Source: an optimization exercise on an open RTL-to-GDS flow (aim: small area, a short achievable clock period and few clock cycles per item). Production flows keep margins and buffers that such runs may drop.
No run shown here included a check of the RTL's function; only the layout flow was run.
Power and IR drop assume default switching activity.

--- design/flow/design.v ---
`timescale 1ns/1ps
`default_nettype none
module mmacc_main (
  input  wire logic        clk,
  input  wire logic        s_rst_n,
  input  wire logic        ld_en_i,
  input  wire logic [4:0]  ld_add_i,
  input  wire logic [15:0] ld_data_i,
  input  wire logic        cmd_avail_i,
  input  wire logic [1:0]  cmd_slot_i,
  input  wire logic [2:0]  cmd_rot_i,
  input  wire logic        res_avail_i,
  input  wire logic [15:0] res_i,
  output logic             cmd_enquiry_o,
  output logic             feed_vld_o,
  output logic [15:0]      feed_data_o,
  output logic             feed_sop_o,
  output logic             feed_eop_o,
  output logic             sxt_vld_o,
  output logic [15:0]      sxt_data_o,
  output logic             sxt_last_o,
  output logic [1:0]       sxt_slot_o,
  output logic             done_o,
  output logic [1:0]       done_slot_o,
  output logic [3:0]       error_o
);
  logic [1:0] t_slot [4];
  logic [2:0] t_sidx [4];            
  logic [1:0] wr_ptr;                
  logic [2:0] ifc;                   
  logic       tab_full;
  logic       cmd_take;
  logic       x_done;                
  assign tab_full = ifc[2];
  assign cmd_take = cmd_avail_i & ~tab_full;
  always_ff @(posedge clk) begin
    if (!s_rst_n) begin
      wr_ptr <= '0;
      ifc    <= '0;
    end else begin
      wr_ptr <= wr_ptr + 2'(cmd_take);
      ifc    <= ifc + 3'(cmd_take) - 3'(x_done);
    end
  end
  always_ff @(posedge clk) begin
    if (cmd_take) begin
      t_slot[wr_ptr] <= cmd_slot_i;
      t_sidx[wr_ptr] <= 3'd0 - cmd_rot_i;
    end
  end
  logic [31:0][15:0] w;              
  logic [3:0][7:0]   sel_q;          
  logic [3:0][15:0]  rd;             
  always_comb begin
    for (int s = 0; s < 4; s++) begin
      rd[s] = '0;
      for (int i = 0; i < 8; i++) begin
        rd[s] = rd[s] | (w[s*8+i] & {16{sel_q[s][i]}});
      end
    end
  end
  function automatic logic [31:0] oh32(input logic [1:0] s, input logic [2:0] i);
    for (int a = 0; a < 32; a++) oh32[a] = ({s, i} == 5'(a));
  endfunction
  function automatic logic [3:0] oh4(input logic [1:0] s);
    for (int a = 0; a < 4; a++) oh4[a] = (s == 2'(a));
  endfunction
  function automatic logic [3:0] nib_or(input logic [15:0] x);
    for (int k = 0; k < 4; k++) nib_or[k] = |x[4*k +: 4];
  endfunction
  function automatic logic [15:0] cneg4(input logic [15:0] x, input logic [3:0] g,
                                        input logic n);
    logic any;
    for (int i = 0; i < 16; i++) begin
      any = 1'b0;
      for (int k = 0; k < 4; k++) if (4*k + 4 <= i) any = any | g[k];
      for (int b = (i / 4) * 4; b < i; b++) any = any | x[b];
      cneg4[i] = x[i] ^ (n & any);
    end
  endfunction
  logic       fr_v, fr_last, fr_neg;
  logic [2:0] fr_j, fr_idx;
  logic [1:0] fr_slot;
  logic [3:0] pf_oh;
  logic [1:0] f_ptr;                 
  logic [2:0] f_cnt;                 
  logic [2:0] fd_ptr;                
  logic       f_free, f_pend, f_start, f_tab;
  logic [1:0] hd_slot, fs_slot;
  logic [2:0] hd_sidx, fs_idx;
  assign f_pend  = (f_cnt != 3'd0);
  assign f_free  = ~fr_v | fr_last;
  assign f_start = f_free & (f_pend | cmd_take);
  assign f_tab   = f_pend;
  assign hd_slot = t_slot[f_ptr];
  assign hd_sidx = t_sidx[f_ptr];
  assign fs_slot = f_tab ? hd_slot : cmd_slot_i;
  assign fs_idx  = f_tab ? hd_sidx : 3'd0 - cmd_rot_i;
  logic        fn_v;
  logic [31:0] fn_sel;
  logic [3:0]  fn_oh;
  assign fn_v   = f_start | (fr_v & ~fr_last);
  assign fn_sel = ~fn_v   ? 32'd0 :
                  f_start ? oh32(fs_slot, fs_idx) : oh32(fr_slot, fr_idx + 3'd1);
  assign fn_oh  = ~fn_v   ? 4'd0 :
                  f_start ? oh4(fs_slot) : oh4(fr_slot);
  logic [15:0] pf;
  always_comb begin
    pf = '0;
    for (int s = 0; s < 4; s++) pf = pf | (rd[s] & {16{pf_oh[s]}});
  end
  always_ff @(posedge clk) begin
    if (!s_rst_n) begin
      fr_v   <= 1'b0;
      f_ptr  <= '0;
      f_cnt  <= '0;
      fd_ptr <= '0;
    end else begin
      fr_v   <= fn_v;
      f_ptr  <= f_ptr + 2'(f_start);
      f_cnt  <= f_cnt + 3'(cmd_take) - 3'(f_start);
      fd_ptr <= fd_ptr + 3'(fr_v & fr_last);
    end
  end
  always_ff @(posedge clk) begin
    if (f_start) begin
      fr_j    <= 3'd0;
      fr_last <= 1'b0;
      fr_slot <= fs_slot;
      fr_idx  <= fs_idx;
      fr_neg  <= (fs_idx != 3'd0);
    end else begin
      fr_j    <= fr_j + 3'd1;
      fr_last <= (fr_j == 3'd6);
      fr_idx  <= fr_idx + 3'd1;
      fr_neg  <= fr_neg & (fr_idx != 3'd7);
    end
  end
  logic        fq_v, fq_sop, fq_eop, fq_neg;
  logic [15:0] fq;
  logic [3:0]  fq_g;
  always_ff @(posedge clk) begin
    if (!s_rst_n) begin
      fq_v       <= 1'b0;
      fq_sop     <= 1'b0;
      fq_eop     <= 1'b0;
      feed_vld_o <= 1'b0;
      feed_sop_o <= 1'b0;
      feed_eop_o <= 1'b0;
    end else begin
      fq_v       <= fr_v;
      fq_sop     <= fr_v & (fr_j == 3'd0);
      fq_eop     <= fr_v & fr_last;
      feed_vld_o <= fq_v;
      feed_sop_o <= fq_sop;
      feed_eop_o <= fq_eop;
    end
  end
  always_ff @(posedge clk) begin
    fq          <= pf;
    fq_g        <= nib_or(pf);
    fq_neg      <= fr_neg;
    feed_data_o <= cneg4(fq, fq_g, fq_neg);
  end
  logic [5:0]  in_pos;               
  logic [15:0] a_q;
  logic        a_v;
  logic        r_v, r_adv;           
  logic [3:0]  pa_oh;
  logic [15:0] sum, nsum;
  logic [1:0]  in_slot;
  assign in_slot = t_slot[in_pos[4:3]];
  assign sum     = a_q + res_i;
  assign nsum    = (-a_q) + ~res_i + 16'd1;
  logic [15:0] pa;
  always_comb begin
    pa = '0;
    for (int s = 0; s < 4; s++) pa = pa | (rd[s] & {16{pa_oh[s]}});
  end
  logic a_load;
  assign a_load = r_v & (r_adv ? res_avail_i : ~res_avail_i);
  logic [5:0]  p1, p2;
  logic        av0, av1;             
  logic [5:0]  tg0, tg1;
  logic        rdy0, rdy1;
  logic [1:0]  sl0, sl1;
  assign p1   = in_pos + 6'd1;
  assign p2   = in_pos + 6'd2;
  assign av0  = a_v | (r_v & ~r_adv);
  assign av1  = r_v & r_adv;
  assign tg0  = av0 ? p1 : in_pos;
  assign tg1  = av1 ? p2 : p1;
  assign rdy0 = (tg0[5:3] != fd_ptr) | (fr_v & fr_last);
  assign rdy1 = (tg1[5:3] != fd_ptr) | (fr_v & fr_last);
  assign sl0  = t_slot[tg0[4:3]];
  assign sl1  = t_slot[tg1[4:3]];
  logic [31:0] an_sel0, an_sel1, an_sel;
  logic [3:0]  an_oh0, an_oh1, an_oh;
  assign an_sel0 = rdy0 ? oh32(sl0, tg0[2:0]) : 32'd0;
  assign an_sel1 = rdy1 ? oh32(sl1, tg1[2:0]) : 32'd0;
  assign an_oh0  = rdy0 ? oh4(sl0) : 4'd0;
  assign an_oh1  = rdy1 ? oh4(sl1) : 4'd0;
  assign an_sel  = res_avail_i ? an_sel1 : an_sel0;
  assign an_oh   = res_avail_i ? an_oh1  : an_oh0;
  always_ff @(posedge clk) begin
    if (!s_rst_n) begin
      in_pos <= '0;
      a_v    <= 1'b0;
      r_v    <= 1'b0;
      r_adv  <= 1'b0;
    end else begin
      in_pos <= res_avail_i ? p1 : in_pos;
      a_v    <= res_avail_i ? av1 : av0;
      r_v    <= res_avail_i ? rdy1 : rdy0;
      r_adv  <= res_avail_i ? av1 : av0;
    end
  end
  always_ff @(posedge clk) begin
    if (a_load) a_q <= pa;
  end
  logic [15:0] sum_q;
  logic        wq_v;
  logic [4:0]  wq_add;
  always_ff @(posedge clk) begin
    if (!s_rst_n) wq_v <= 1'b0;
    else          wq_v <= res_avail_i;
    if (res_avail_i) sum_q <= sum;
    wq_add <= {in_slot, in_pos[2:0]};
  end
  logic [15:0] wbus;
  logic [31:0] we;
  assign wbus = ld_en_i ? ld_data_i : sum_q;
  assign we   = (ld_en_i ? oh32(ld_add_i[4:3], ld_add_i[2:0]) : 32'd0)
              | (wq_v ? oh32(wq_add[4:3], wq_add[2:0]) : 32'd0);
  always_ff @(posedge clk) begin
    for (int a = 0; a < 32; a++) begin
      if (we[a]) w[a] <= wbus;
    end
  end
  logic       x_b0, x_b1;
  logic [2:0] xb;                    
  logic [1:0] x_slot;
  logic [3:0] px_oh;
  logic [15:0] w0, px;
  logic [15:0] xr;                   
  logic [3:0]  xr_g;
  assign x_b0   = res_avail_i & (in_pos[2:0] == 3'd6);
  assign x_b1   = res_avail_i & (in_pos[2:0] == 3'd7);
  assign x_done = (xb == 3'd7);
  always_comb begin
    w0 = '0;
    for (int s = 0; s < 4; s++) w0 = w0 | (w[s*8] & {16{in_slot == 2'(s)}});
    px = '0;
    for (int s = 0; s < 4; s++) px = px | (rd[s] & {16{px_oh[s]}});
  end
  logic        xn_v;
  logic [2:0]  xn_idx;
  logic [31:0] xn_sel;
  assign xn_v   = x_b1 | ((xb != 3'd0) & (xb < 3'd6));
  assign xn_idx = x_b1 ? 3'd5 : 3'd6 - xb;
  assign xn_sel = xn_v ? oh32(x_slot, xn_idx) : 32'd0;
  always_ff @(posedge clk) begin
    if (!s_rst_n) begin
      xb         <= '0;
      sxt_vld_o  <= 1'b0;
      sxt_last_o <= 1'b0;
    end else begin
      xb         <= x_b1 ? 3'd2 : (xb != 3'd0 && xb != 3'd7) ? xb + 3'd1 : 3'd0;
      sxt_vld_o  <= x_b0 | x_b1 | (xb != 3'd0);
      sxt_last_o <= x_done;
    end
  end
  always_ff @(posedge clk) begin
    if (x_b0) x_slot <= in_slot;
    xr         <= x_b1 ? sum_q : px;
    xr_g       <= x_b1 ? nib_or(sum_q) : nib_or(px);
    sxt_data_o <= x_b0 ? w0 : x_b1 ? nsum : cneg4(xr, xr_g, 1'b1);
  end
  assign sxt_slot_o  = x_slot;
  assign done_o      = sxt_last_o;
  assign done_slot_o = x_slot;
  always_ff @(posedge clk) begin
    sel_q <= fn_sel | an_sel | xn_sel;
    pf_oh <= fn_oh;
    pa_oh <= an_oh;
    px_oh <= xn_v ? oh4(x_slot) : 4'd0;
  end
  logic [2:0] enq_cnt;
  always_ff @(posedge clk) begin
    if (!s_rst_n) begin
      enq_cnt       <= 3'd4;
      cmd_enquiry_o <= 1'b0;
    end else begin
      enq_cnt       <= enq_cnt - 3'(enq_cnt != 3'd0);
      cmd_enquiry_o <= (enq_cnt != 3'd0) | x_done;
    end
  end
  logic err_cmd, err_res;
  always_ff @(posedge clk) begin
    if (!s_rst_n) begin
      err_cmd <= 1'b0;
      err_res <= 1'b0;
    end else begin
      err_cmd <= err_cmd | (cmd_avail_i & tab_full);
      err_res <= err_res | (res_avail_i & (in_pos[5:3] == fd_ptr));
    end
  end
  assign error_o = {err_cmd, 1'b0, err_res, 1'b0};
endmodule
`default_nettype wire
--- design/flow/run.sh ---
#!/bin/bash
# synth_recipe.tcl (not shown) runs the flow's synth.tcl, then flattens the netlist and writes it again
# the make line also repeats each setting of config.mk as NAME=value (left out here)
make -C /OpenROAD-flow-scripts/flow DESIGN_CONFIG=/design/flow/config.mk WORK_HOME=/design/flow/orfs CLKGATE_MAP_FILE= SYNTH_SCRIPT=/design/flow/synth_recipe.tcl finish
--- design/flow/config.mk ---
export PLATFORM = sky130hd
export DESIGN_NAME = mmacc_main
export DESIGN_NICKNAME = mmacc_main
export VERILOG_FILES = /design/flow/design.v
export SDC_FILE = /design/flow/constraint.sdc
export NUM_CORES = 4
export LEC_CHECK = 0
export CAP_MARGIN = 20
export CORE_MARGIN = 2
export CORE_UTILIZATION = 40
export CTS_CLUSTER_DIAMETER = 100
export CTS_CLUSTER_SIZE = 28
export SETUP_SLACK_MARGIN = 2.7
export SLEW_MARGIN = 20
--- design/flow/constraint.sdc ---
create_clock -name core_clock -period 5.0 [get_ports {clk}]
set_input_delay 1.0000 -clock core_clock [delete_from_list [all_inputs] [get_ports {clk}]]
set_output_delay 1.0000 -clock core_clock [all_outputs]
set_load 0.01 [all_outputs]
==> results of run 1 <==
==> cell usage in the layout, fill, tap and decap left out, types with 11 or more instances in the layout <==
cell / Yosys / routed
xor2_1: 14 / 12
xnor2_1: 44 / 40
clkbuf_1: 130 / 15
nor2_1: 134 / 130
dfxtp_1: 170 / 127
clkbuf_16: 0 / 36
a22oi_1: 342 / 337
o22ai_4: 0 / 31
ha_1: 80 / 43
buf_4: 8 / 137
mux4_2: 25 / 25
nor2b_1: 16 / 11
and2_1: 20 / 15
dlygate4sd2_1: 0 / 45
clkdlybuf4s50_1: 0 / 28
ha_4: 0 / 34
edfxtp_1: 568 / 568
buf_6: 3 / 20
nor3_1: 31 / 22
o21ai_0: 31 / 17
nand4_1: 69 / 69
mux2_2: 21 / 15
and3_1: 16 / 15
inv_2: 3 / 16
a31oi_1: 24 / 21
o221ai_2: 0 / 23
o211ai_1: 11 / 11
dfxtp_2: 0 / 37
nand2_1: 113 / 106
nand3_1: 26 / 18
inv_1: 75 / 54
o21a_1: 14 / 13
a21oi_1: 67 / 48
a21oi_2: 0 / 14
buf_12: 0 / 38
==> flip-flops by register name, indices dropped and copies added (netlist names), 5 cells and up, named ones only <==
signal	count
feed_data_o	16
wq_add	5
sum_q	16
w	512
sel_q	32
in_pos	6
a_q	16
sxt_data_o	16
t_sidx	12
t_slot	8
xr	16
fq	16
==> cell usage after synthesis (14+ instances only) <==
master / n
a21oi_1: 67
a22oi_1: 342
a31oi_1: 24
and2_1: 20
and3_1: 16
clkbuf_1: 130
dfxtp_1: 170
edfxtp_1: 568
ha_1: 80
inv_1: 75
mux2_2: 21
mux4_2: 25
nand2_1: 113
nand2b_1: 16
nand3_1: 26
nand4_1: 69
nor2_1: 134
nor2b_1: 16
nor3_1: 31
o21a_1: 14
o21ai_0: 31
o221ai_1: 32
o22ai_1: 33
xnor2_1: 44
xor2_1: 14
==> per-stage QoR <==
step                      area, um^2  util [%]  setup slack [ps]  hold WS (ps)
final                          37500      49.2              2430           406
after global placement         33500      44.0              1160           381
after detailed placement       33500      44.0              1230           378
after global routing           37500      49.2              2330           406
after floorplan                31900         -              2110           331
after CTS                      36800      48.3              2420           401
==> layout make-up <==
class | count | share of cell area, %
Clock buffer | 52 | 2.59
Tap cell | 1030 | 3.43
Timing Repair inverter | 1 | 0.0200
Clock inverter | 12 | 0.427
Antenna cell | 7 | 0.0467
Multi-Input combinational cell | 1315 | 30.4
Timing Repair Buffer | 284 | 7.49
Sequential cell | 738 | 54.7
Inverter | 78 | 0.920
==> report_power, final <==
part / leakage (nW) / switching, W / internal [W] / total [W]
Clock: 0.550 / 0.00201 / 0.00148 / 0.00350
Combinational: 5.28 / 0.00292 / 0.00181 / 0.00473
Sequential: 6.57 / 0.000785 / 0.00707 / 0.00786
Total: 12.4 / 0.00572 / 0.0104 / 0.0161
==> critical path: cells and delay by family <==
family | cells | cell delay, ps
XOR/XNOR | 1 | 210
AND/OR/NAND/NOR | 1 | 540
AO/OA/AOI/OAI | 3 | 570
adder cells (fa/ha/maj) | 2 | 410
buffers and inverters | 2 | 350
==> routing by layer <==
metal	track usage (%)	routed length [um]	part of all wire, %
met5	0	27	0.027
met4	9.10	3640	3.6
met3	4.91	9450	9.3
met2	38.5	45600	45
met1	36.0	43100	42
==> how the worst min path moves through the flow <==
stage	slack (ps)	cells past startpoint	startpoint	endpoint
6_report	410	0	fq[0]$_DFF_P_	feed_data_o[0]$_DFF_P_
3_5_place_dp	380	0	fq[0]$_DFF_P_	feed_data_o[0]$_DFF_P_
3_3_place_gp	380	0	fq[0]$_DFF_P_	feed_data_o[0]$_DFF_P_
2_1_floorplan	330	0	fr_neg$_DFF_P_	fq_neg$_DFF_P_
4_1_cts	400	0	fq[0]$_DFF_P_	feed_data_o[0]$_DFF_P_
5_1_grt	410	0	fq[0]$_DFF_P_	feed_data_o[0]$_DFF_P_
==> kinds of logic after synthesis <==
kind of cell	Yosys count	synth area share (%)
buf+inv	228	2.96
compound gates	615	14.3
fa+ha+maj	84	3.50
xor+xnor	58	1.65
other cells	1	0.0121
simple gates	499	8.31
mux	57	2.95
flops	738	66.3
==> what timing repair did <==
item                       in CTS  in global routing
gates resized for setup       268                 90
cloned                          1                  1
setup endpoints to repair    1167                453
buffers inserted              138                 45
pin swaps                     117                 53
==> results.cfg, run 1 <==
[finish]
multi_input_area_um2 = 11400
fillers = 6479
nets = 2584
area_delta_synth_final_pct = 21.6
fin_cells = 3517
drive_above_1_share_pct = 24.5
register_area_um2 = 20500

[sta]
fin_crit_sh_pct = 51.4
finalSetupTns_ps = 0
final_max_slew_viol_count = 0
fmax_mhz = 389
rsz0062_at_grt = yes
hold_viol_final = 0
relSlewSlack_pct = 32.5
min_period_ps = 2570
setup_violations = 0
skew_ps = 42.3
tightest_slew_ps = 1010

[worst_setup_path]
cp.arrival_ps = 3080
cp_slowest_stage_delay_ps = 540
worstPathCellList = dlygate4sd2_1, inv_1, ha_4, ha_4, or4_4, o211ai_1, a31oi_1, xnor2_1, o21ai_1
required_ps = 5510
crit-reg2reg-launch = a_q[1]$_DFFE_PP_
endpoint = sxt_data_o[15]$_DFF_P_
timing.rr.end = sxt_data_o[15]$_DFF_P_
slowest_stage = or4_4
crit_path_frequent_cell = ha_4
start_kind = input pin
cp-startpoint = res_i[8]
critical_path_class = input pin to flip-flop
cp_max_fo = 6
r2r_cells = 11
end_kind = flip-flop
ff2ff_setup_slack_ps = 2460

[clocking]
h-tree-depth = 2
cts-root-buf = clkbuf_16
cts_sinks = 738
cts.clk_slew.worst_paths_ps = 110
clk_latency_ps = 620
cts_buffers = 35
cts_tree = yes
cts_max_path_buffers = 3
cts_hold_buf = 0

[floorplan]
num_io_pins = 94
core_um2 = 76200
dieHeight_um = 282
die_area_um2 = 79400
start_util_pct = 40.5
die_w_um = 282
fp-row-count = 101

[logic_synthesis]
ys.flop_type = edfxtp_1
ys_seq_elements = 738
yosys-top-cells-area = edfxtp_1 55%, dfxtp_1 11%, a22oi_1 8.3%
yosys.area.top_type = edfxtp_1
synth-seq-area-share_pct = 66.3
synthArstFlopShare_pct = 0
synthCells = 2280
syn_area_um2 = 30900
synth.top_cell.area_share_pct = 55.3
ys_warn_count = 1
ys_types = 78
syn_area_per_cell_um2 = 13.5
synth_edf_count = 568

[placed_design]
place_congestion = 0.927
portBuffers = 91
hpwl_um = 68800
dp.cells = 3261

[routing]
route.detailed.drc = 0
routed_wl_um = 102000
post_drt_wl_per_cell_um = 28.9
via_per_inst = 6.08
ant_nets = 0
num_vias = 21400
drtIter0Drc = 2590
drt-pass1-iter-count = 6

[global_routing]
grt_overflow = 0
grt_pass1_wl_um = 145000
grt.total_usage_pct = 25.3
grt_start_max_net_pins = 51
grt_antenna_before_repair = 8
grt_pass1_vias = 20500

[job]
cap_viol_max_count = 0

[power_and_ir_drop]
power.total_w = 0.0161
p_leak_nw = 12.4
ir_drop_uv = 248
powerDensity_nw_per_um2 = 429

[min_path]
hold_path_class = flip-flop to flip-flop

[outcome]
status = timing/DRC/antenna clean
==> run 2, diff against run 1 <==
--- a/design/flow/design.v
+++ b/design/flow/design.v
@@ -51,4 +51,5 @@
   logic [31:0][15:0] w;              
   logic [3:0][7:0]   sel_q;          
+  logic [3:0][7:0]   sel_e;          
   logic [3:0][15:0]  rd;             
   always_comb begin
@@ -56,5 +57,5 @@
       rd[s] = '0;
       for (int i = 0; i < 8; i++) begin
-        rd[s] = rd[s] | (w[s*8+i] & {16{sel_q[s][i]}});
+        rd[s] = rd[s] | (w[s*8+i] & {16{sel_e[s][i]}});
       end
     end
@@ -66,16 +67,12 @@
     for (int a = 0; a < 4; a++) oh4[a] = (s == 2'(a));
   endfunction
-  function automatic logic [3:0] nib_or(input logic [15:0] x);
-    for (int k = 0; k < 4; k++) nib_or[k] = |x[4*k +: 4];
-  endfunction
-  function automatic logic [15:0] cneg4(input logic [15:0] x, input logic [3:0] g,
-                                        input logic n);
-    logic any;
-    for (int i = 0; i < 16; i++) begin
-      any = 1'b0;
-      for (int k = 0; k < 4; k++) if (4*k + 4 <= i) any = any | g[k];
-      for (int b = (i / 4) * 4; b < i; b++) any = any | x[b];
-      cneg4[i] = x[i] ^ (n & any);
+  function automatic logic [15:0] cneg(input logic [15:0] x, input logic n);
+    logic [15:0] p;
+    p = x;
+    for (int d = 1; d < 16; d = d * 2) begin
+      for (int i = 15; i >= d; i--) p[i] = p[i] | p[i-d];
     end
+    cneg[0] = x[0];
+    for (int i = 1; i < 16; i++) cneg[i] = x[i] ^ (n & p[i-1]);
   endfunction
   logic       fr_v, fr_last, fr_neg;
@@ -89,24 +86,46 @@
   logic [1:0] hd_slot, fs_slot;
   logic [2:0] hd_sidx, fs_idx;
+  logic       byp;
+  logic [2:0] in_sidx;
+  logic       cv_v, cv_last, cv_neg;
+  logic [2:0] cv_j, cv_idx;
+  logic [1:0] cv_slot;
+  logic [7:0] byp_ioh;
+  logic [3:0] byp_soh;
   assign f_pend  = (f_cnt != 3'd0);
-  assign f_free  = ~fr_v | fr_last;
-  assign f_start = f_free & (f_pend | cmd_take);
+  assign byp     = cmd_take & ~fr_v & ~f_pend;
+  assign in_sidx = 3'd0 - cmd_rot_i;
+  assign cv_v    = byp | fr_v;
+  assign cv_last = fr_last & ~byp;
+  assign cv_j    = byp ? 3'd0 : fr_j;
+  assign cv_idx  = byp ? in_sidx : fr_idx;
+  assign cv_slot = byp ? cmd_slot_i : fr_slot;
+  assign cv_neg  = byp ? (cmd_rot_i != 3'd0) : fr_neg;
+  for (genvar i = 0; i < 8; i++) begin : g_bi
+    assign byp_ioh[i] = (cmd_rot_i == 3'((8 - i) % 8));
+  end
+  assign byp_soh = byp ? oh4(cmd_slot_i) : 4'd0;
+  always_comb begin
+    for (int t = 0; t < 4; t++) sel_e[t] = sel_q[t] | (byp_ioh & {8{byp_soh[t]}});
+  end
+  assign f_free  = ~cv_v | cv_last;
+  assign f_start = f_free & (f_pend | (cmd_take & ~byp));
   assign f_tab   = f_pend;
   assign hd_slot = t_slot[f_ptr];
   assign hd_sidx = t_sidx[f_ptr];
   assign fs_slot = f_tab ? hd_slot : cmd_slot_i;
-  assign fs_idx  = f_tab ? hd_sidx : 3'd0 - cmd_rot_i;
+  assign fs_idx  = f_tab ? hd_sidx : in_sidx;
   logic        fn_v;
   logic [31:0] fn_sel;
   logic [3:0]  fn_oh;
-  assign fn_v   = f_start | (fr_v & ~fr_last);
+  assign fn_v   = f_start | (cv_v & ~cv_last);
   assign fn_sel = ~fn_v   ? 32'd0 :
-                  f_start ? oh32(fs_slot, fs_idx) : oh32(fr_slot, fr_idx + 3'd1);
+                  f_start ? oh32(fs_slot, fs_idx) : oh32(cv_slot, cv_idx + 3'd1);
   assign fn_oh  = ~fn_v   ? 4'd0 :
-                  f_start ? oh4(fs_slot) : oh4(fr_slot);
+                  f_start ? oh4(fs_slot) : oh4(cv_slot);
   logic [15:0] pf;
   always_comb begin
     pf = '0;
-    for (int s = 0; s < 4; s++) pf = pf | (rd[s] & {16{pf_oh[s]}});
+    for (int s = 0; s < 4; s++) pf = pf | (rd[s] & {16{pf_oh[s] | byp_soh[s]}});
   end
   always_ff @(posedge clk) begin
@@ -118,6 +137,6 @@
     end else begin
       fr_v   <= fn_v;
-      f_ptr  <= f_ptr + 2'(f_start);
-      f_cnt  <= f_cnt + 3'(cmd_take) - 3'(f_start);
+      f_ptr  <= f_ptr + 2'(f_start | byp);
+      f_cnt  <= f_cnt + 3'(cmd_take & ~byp) - 3'(f_start);
       fd_ptr <= fd_ptr + 3'(fr_v & fr_last);
     end
@@ -131,13 +150,13 @@
       fr_neg  <= (fs_idx != 3'd0);
     end else begin
-      fr_j    <= fr_j + 3'd1;
-      fr_last <= (fr_j == 3'd6);
-      fr_idx  <= fr_idx + 3'd1;
-      fr_neg  <= fr_neg & (fr_idx != 3'd7);
+      fr_j    <= cv_j + 3'd1;
+      fr_slot <= cv_slot;
+      fr_last <= (cv_j == 3'd6);
+      fr_idx  <= cv_idx + 3'd1;
+      fr_neg  <= cv_neg & (cv_idx != 3'd7);
     end
   end
   logic        fq_v, fq_sop, fq_eop, fq_neg;
   logic [15:0] fq;
-  logic [3:0]  fq_g;
   always_ff @(posedge clk) begin
     if (!s_rst_n) begin
@@ -149,7 +168,7 @@
       feed_eop_o <= 1'b0;
     end else begin
-      fq_v       <= fr_v;
-      fq_sop     <= fr_v & (fr_j == 3'd0);
-      fq_eop     <= fr_v & fr_last;
+      fq_v       <= cv_v;
+      fq_sop     <= cv_v & (cv_j == 3'd0);
+      fq_eop     <= cv_v & cv_last;
       feed_vld_o <= fq_v;
       feed_sop_o <= fq_sop;
@@ -159,7 +178,6 @@
   always_ff @(posedge clk) begin
     fq          <= pf;
-    fq_g        <= nib_or(pf);
-    fq_neg      <= fr_neg;
-    feed_data_o <= cneg4(fq, fq_g, fq_neg);
+    fq_neg      <= cv_neg;
+    feed_data_o <= cneg(fq, fq_neg);
   end
   logic [5:0]  in_pos;               
@@ -244,5 +262,4 @@
   logic [15:0] w0, px;
   logic [15:0] xr;                   
-  logic [3:0]  xr_g;
   assign x_b0   = res_avail_i & (in_pos[2:0] == 3'd6);
   assign x_b1   = res_avail_i & (in_pos[2:0] == 3'd7);
@@ -274,6 +291,5 @@
     if (x_b0) x_slot <= in_slot;
     xr         <= x_b1 ? sum_q : px;
-    xr_g       <= x_b1 ? nib_or(sum_q) : nib_or(px);
-    sxt_data_o <= x_b0 ? w0 : x_b1 ? nsum : cneg4(xr, xr_g, 1'b1);
+    sxt_data_o <= x_b0 ? w0 : x_b1 ? nsum : cneg(xr, 1'b1);
   end
   assign sxt_slot_o  = x_slot;
--- a/design/flow/config.mk
+++ b/design/flow/config.mk
@@ -9,6 +9,4 @@
 export CORE_MARGIN = 2
 export CORE_UTILIZATION = 40
-export CTS_CLUSTER_DIAMETER = 100
-export CTS_CLUSTER_SIZE = 28
-export SETUP_SLACK_MARGIN = 2.7
+export SETUP_SLACK_MARGIN = 2.5
 export SLEW_MARGIN = 20
==> run 2 against run 1 <==
Net effect:
- power is 36% higher
- non-clock buffer count is 198 higher
- die area is 9.6% higher
- routed wire length is 37% higher
- largest cell class unchanged
- sequential share of layout area is 9.2 points lower
- clock power is 75% higher
- hold slack worse by 6.7 ps
- sequential power is 3.3% lower
- critical path depth is 4 higher
- first-iteration DRC count is 72% higher
- core utilization is 4.1 points higher
- clock skew is 7.5 ps lower
==> results.cfg, run 2 <==
[finish]
largest_register_ffs = 512
multi_input_area_um2 = 15200
drive_above_1_share_pct = 32.6
register_area_um2 = 20300
most-common-layout-cells = 566 x edfxtp_1, 239 x buf_4, 156 x dfxtp_1, 154 x a22oi_1, 110 x nand2_1
fillers = 6881
final_common_cell = edfxtp_1
area_delta_synth_final_pct = 32.0
top_register = w
top_regs = w: 512 flops, sel_q: 32 flops
nets = 3182

[logic_synthesis]
synthArstFlopShare_pct = 0
ys_warn_count = 1
synth_most_common_cell = edfxtp_1
yosys.area.top_type = edfxtp_1
yosys-top-cells-area = edfxtp_1 50%, dfxtp_1 9.8%, a22oi_1 4.1%
syn_area_per_cell_um2 = 12.7
synth_edf_count = 566
ys.flop_type = edfxtp_1
ys_types = 81
synth-seq-area-share_pct = 60.0
synthCells = 2659
syn_area_um2 = 33900
synth_commonest_cells = 566 x edfxtp_1, 187 x a22oi_1, 166 x dfxtp_1, 125 x nand2_1, 114 x nand3_1
synth.top_cell.area_share_pct = 50.2
ys_seq_elements = 732

[worst_setup_path]
cp_max_fo = 7
ff2ff_setup_slack_ps = 2180
cp_slowest_stage_delay_ps = 360
crit_buf_inv = 7
critical_path_class = input pin to flip-flop
start_kind = input pin
crit_path_frequent_cell = buf_6
r2r_cells = 12
slowest_stage = a222oi_1
path_delay_family = buffers and inverters
cp.arrival_ps = 3240
timing.rr.end = a_q[14]$_DFFE_PP_
required_ps = 5360
worstPathCellList = buf_8, or3b_4, buf_6, buf_16, buf_12, buf_6, nor4_4, buf_6, buf_12, a222oi_1, nand3_1, a22oi_1, o221ai_1
end_kind = flip-flop
crit-reg2reg-launch = ifc[2]$_SDFF_PN0_

[min_path]
hold_path_class = flip-flop to flip-flop
holdCritStartpoint = fq[0]$_DFF_P_
hold_end = feed_data_o[0]$_DFF_P_
holdPathStages = 0

[floorplan]
num_io_pins = 94
die_area_um2 = 87000
fp-row-count = 106
core_um2 = 83800
start_util_pct = 40.4
die_w_um = 295
dieHeight_um = 295

[clocking]
cts_max_path_buffers = 3
cts-root-buf = clkbuf_16
clk_latency_ps = 640
cts_hold_buf = 0
cts_tree = yes
cts_sinks = 732
h-tree-depth = 3
cts_buffers = 79
cts.clk_slew.worst_paths_ps = 60

[routing]
drtIter0Drc = 4446
routed_wl_um = 139000
met2_wirelength_um = 61900
via_per_inst = 6.68
routedLengthMet1_um = 51800
topRoutingLayerUsed = met5
route.detailed.drc = 0
num_vias = 28400
drt-pass1-iter-count = 10
ant_nets = 0
dr_wl_met3_um = 17000
post_drt_wl_per_cell_um = 32.7

[sta]
setup_violations = 0
final.setup.worst_slack_ps = 2120
final_max_slew_viol_count = 0
fmax_mhz = 347
skew_ps = 34.8
hold_viol_final = 0
fin_crit_sh_pct = 57.6
tightest_slew_ps = 1270
min_period_ps = 2880
relSlewSlack_pct = 15.3
finalSetupTns_ps = 0
rsz0062_at_grt = yes

[global_routing]
grt_antenna_before_repair = 6
grt_overflow = 0
grt_pass1_wl_um = 195000
grt_start_max_net_pins = 42
grt.total_usage_pct = 31.0
grt_pass1_vias = 27600

[placed_design]
dp_slack_ps = 509
hpwl_um = 88400
place_congestion = 0.929
portBuffers = 91

[power_and_ir_drop]
p_leak_nw = 15.6
combPwrFrac_pct = 37.3
switching_share_pct = 36.1
ir_drop_uv = 307
p_clk_share_pct = 28.0
powerDensity_nw_per_um2 = 490
seq_power_share_pct = 34.7
p_int_w = 0.0140
switching_power_w = 0.00789

[job]
cap_viol_max_count = 0

[outcome]
status = timing/DRC/antenna clean
[run 2: final cells by class]
type / instances / share of cell area, %
clock buffer: 88 / 4.54
multi-input combinational: 1677 / 33.9
sequential: 732 / 45.5
tap: 1134 / 3.17
clock inverter: 57 / 1.45
timing repair buffer: 482 / 10.6
inverter: 84 / 0.798
antenna: 2 / 0.0112
[run 2: kinds of logic after synthesis]
family	count (synthesis)	synth area share, %
flops	732	60.0
fa+ha+maj	79	3.01
xor+xnor	68	1.76
mux	61	2.84
compound gates	872	19.4
other cells	1	0.0111
buf+inv	256	3.28
simple gates	590	9.72
[run 2: worst register-to-register path: stages, from the launching register on]
cell,delay [ps]
dfxtp_1,460
or3b_4,260
buf_6,140
buf_16,110
buf_12,150
buf_6,110
nor4_4,40
buf_6,160
buf_12,140
a222oi_1,370
nand3_1,230
a22oi_1,230
o221ai_1,150
[run 2: what timing repair did]
| item | in CTS | in global routing |
|---|---|---|
| gates cloned | 21 | 3 |
| pin swaps | 176 | 145 |
| setup endpoints to repair | 411 | 368 |
| buffers inserted | 201 | 59 |
| resized for setup | 471 | 184 |
[run 2: worst max-delay path by stage]
| stage | start | endpoint | slack [ps] | depth (start not counted) |
|---|---|---|---|---|
| after floorplan | cmd_avail_i | sel_q[28]$_DFF_P_ | 1620 | 12 |
| after global placement | cmd_avail_i | sel_q[30]$_DFF_P_ | 610 | 12 |
| after detailed placement | cmd_rot_i[0] | a_q[6]$_DFFE_PP_ | 510 | 11 |
| after CTS | cmd_avail_i | sel_q[21]$_DFF_P_ | 2140 | 12 |
| after global routing | cmd_avail_i | a_q[11]$_DFFE_PP_ | 2030 | 14 |
| final | cmd_avail_i | a_q[14]$_DFFE_PP_ | 2120 | 13 |
[run 2: per-stage QoR]
step	cell area (um^2)	hold WS, ps	total power, W	util [%]	instances
after floorplan	34800	354	0.0110	-	2660
after global placement	37100	421	0.0132	44.3	3824
after detailed placement	37100	419	0.0133	44.3	3824
after CTS	43400	434	0.0208	51.7	4191
after global routing	44700	402	0.0225	53.3	4255
final	44700	400	0.0219	53.3	4256
[run 2: power groups by stage]
stage          Sequential, W  Combinational (W)  Clock [W]
2_1_floorplan        0.00732            0.00368          0
3_3_place_gp         0.00765            0.00559          0
3_5_place_dp         0.00766            0.00569          0
4_1_cts              0.00757            0.00712    0.00614
5_1_grt              0.00760            0.00847    0.00638
6_report             0.00760            0.00817    0.00612
[run 2: routing by layer]
metal,vias up,global-route usage (%)
met5,-,0
met4,4,15.9
met3,522,8.77
met2,2164,48.3
met1,14100,39.5
li1,11600,-

-- afterwards: timing with drivers on the ports --
The flow's constraints put no driver on any port. The routed layouts listed below were extracted and timed again, unchanged, in two steps.
Step 1 (the two cells are an assumption about what drives the block):
set clk [get_ports {clk}]
set_driving_cell -lib_cell sky130_fd_sc_hd__clkbuf_16 $clk
set_driving_cell -lib_cell sky130_fd_sc_hd__buf_2 [delete_from_list [all_inputs] $clk]
Step 2 times the ports against the registers' clock, not the clock port: input delays grow and output delays shrink by t, the midpoint of the rising clock arrivals with the driver on.
a / b / c = ideal ports / drivers / drivers and shift; a / b = the first two.
| run | t, ns | slack for setup (ns) | slew at the worst register clock pin (ns) |
|---|---|---|---|
| run 1 | 0.659 | 2.430 / 2.460 / 1.801 | 0.11 / 0.11 |
| run 2 | 0.696 | 2.120 / 2.152 / 1.456 | 0.07 / 0.07 |
After both steps setup and hold are still met in every run listed. For run 2, which loses most, drivers alone change the setup slack by +0.032 ns; drivers and shift together by -0.664 ns.
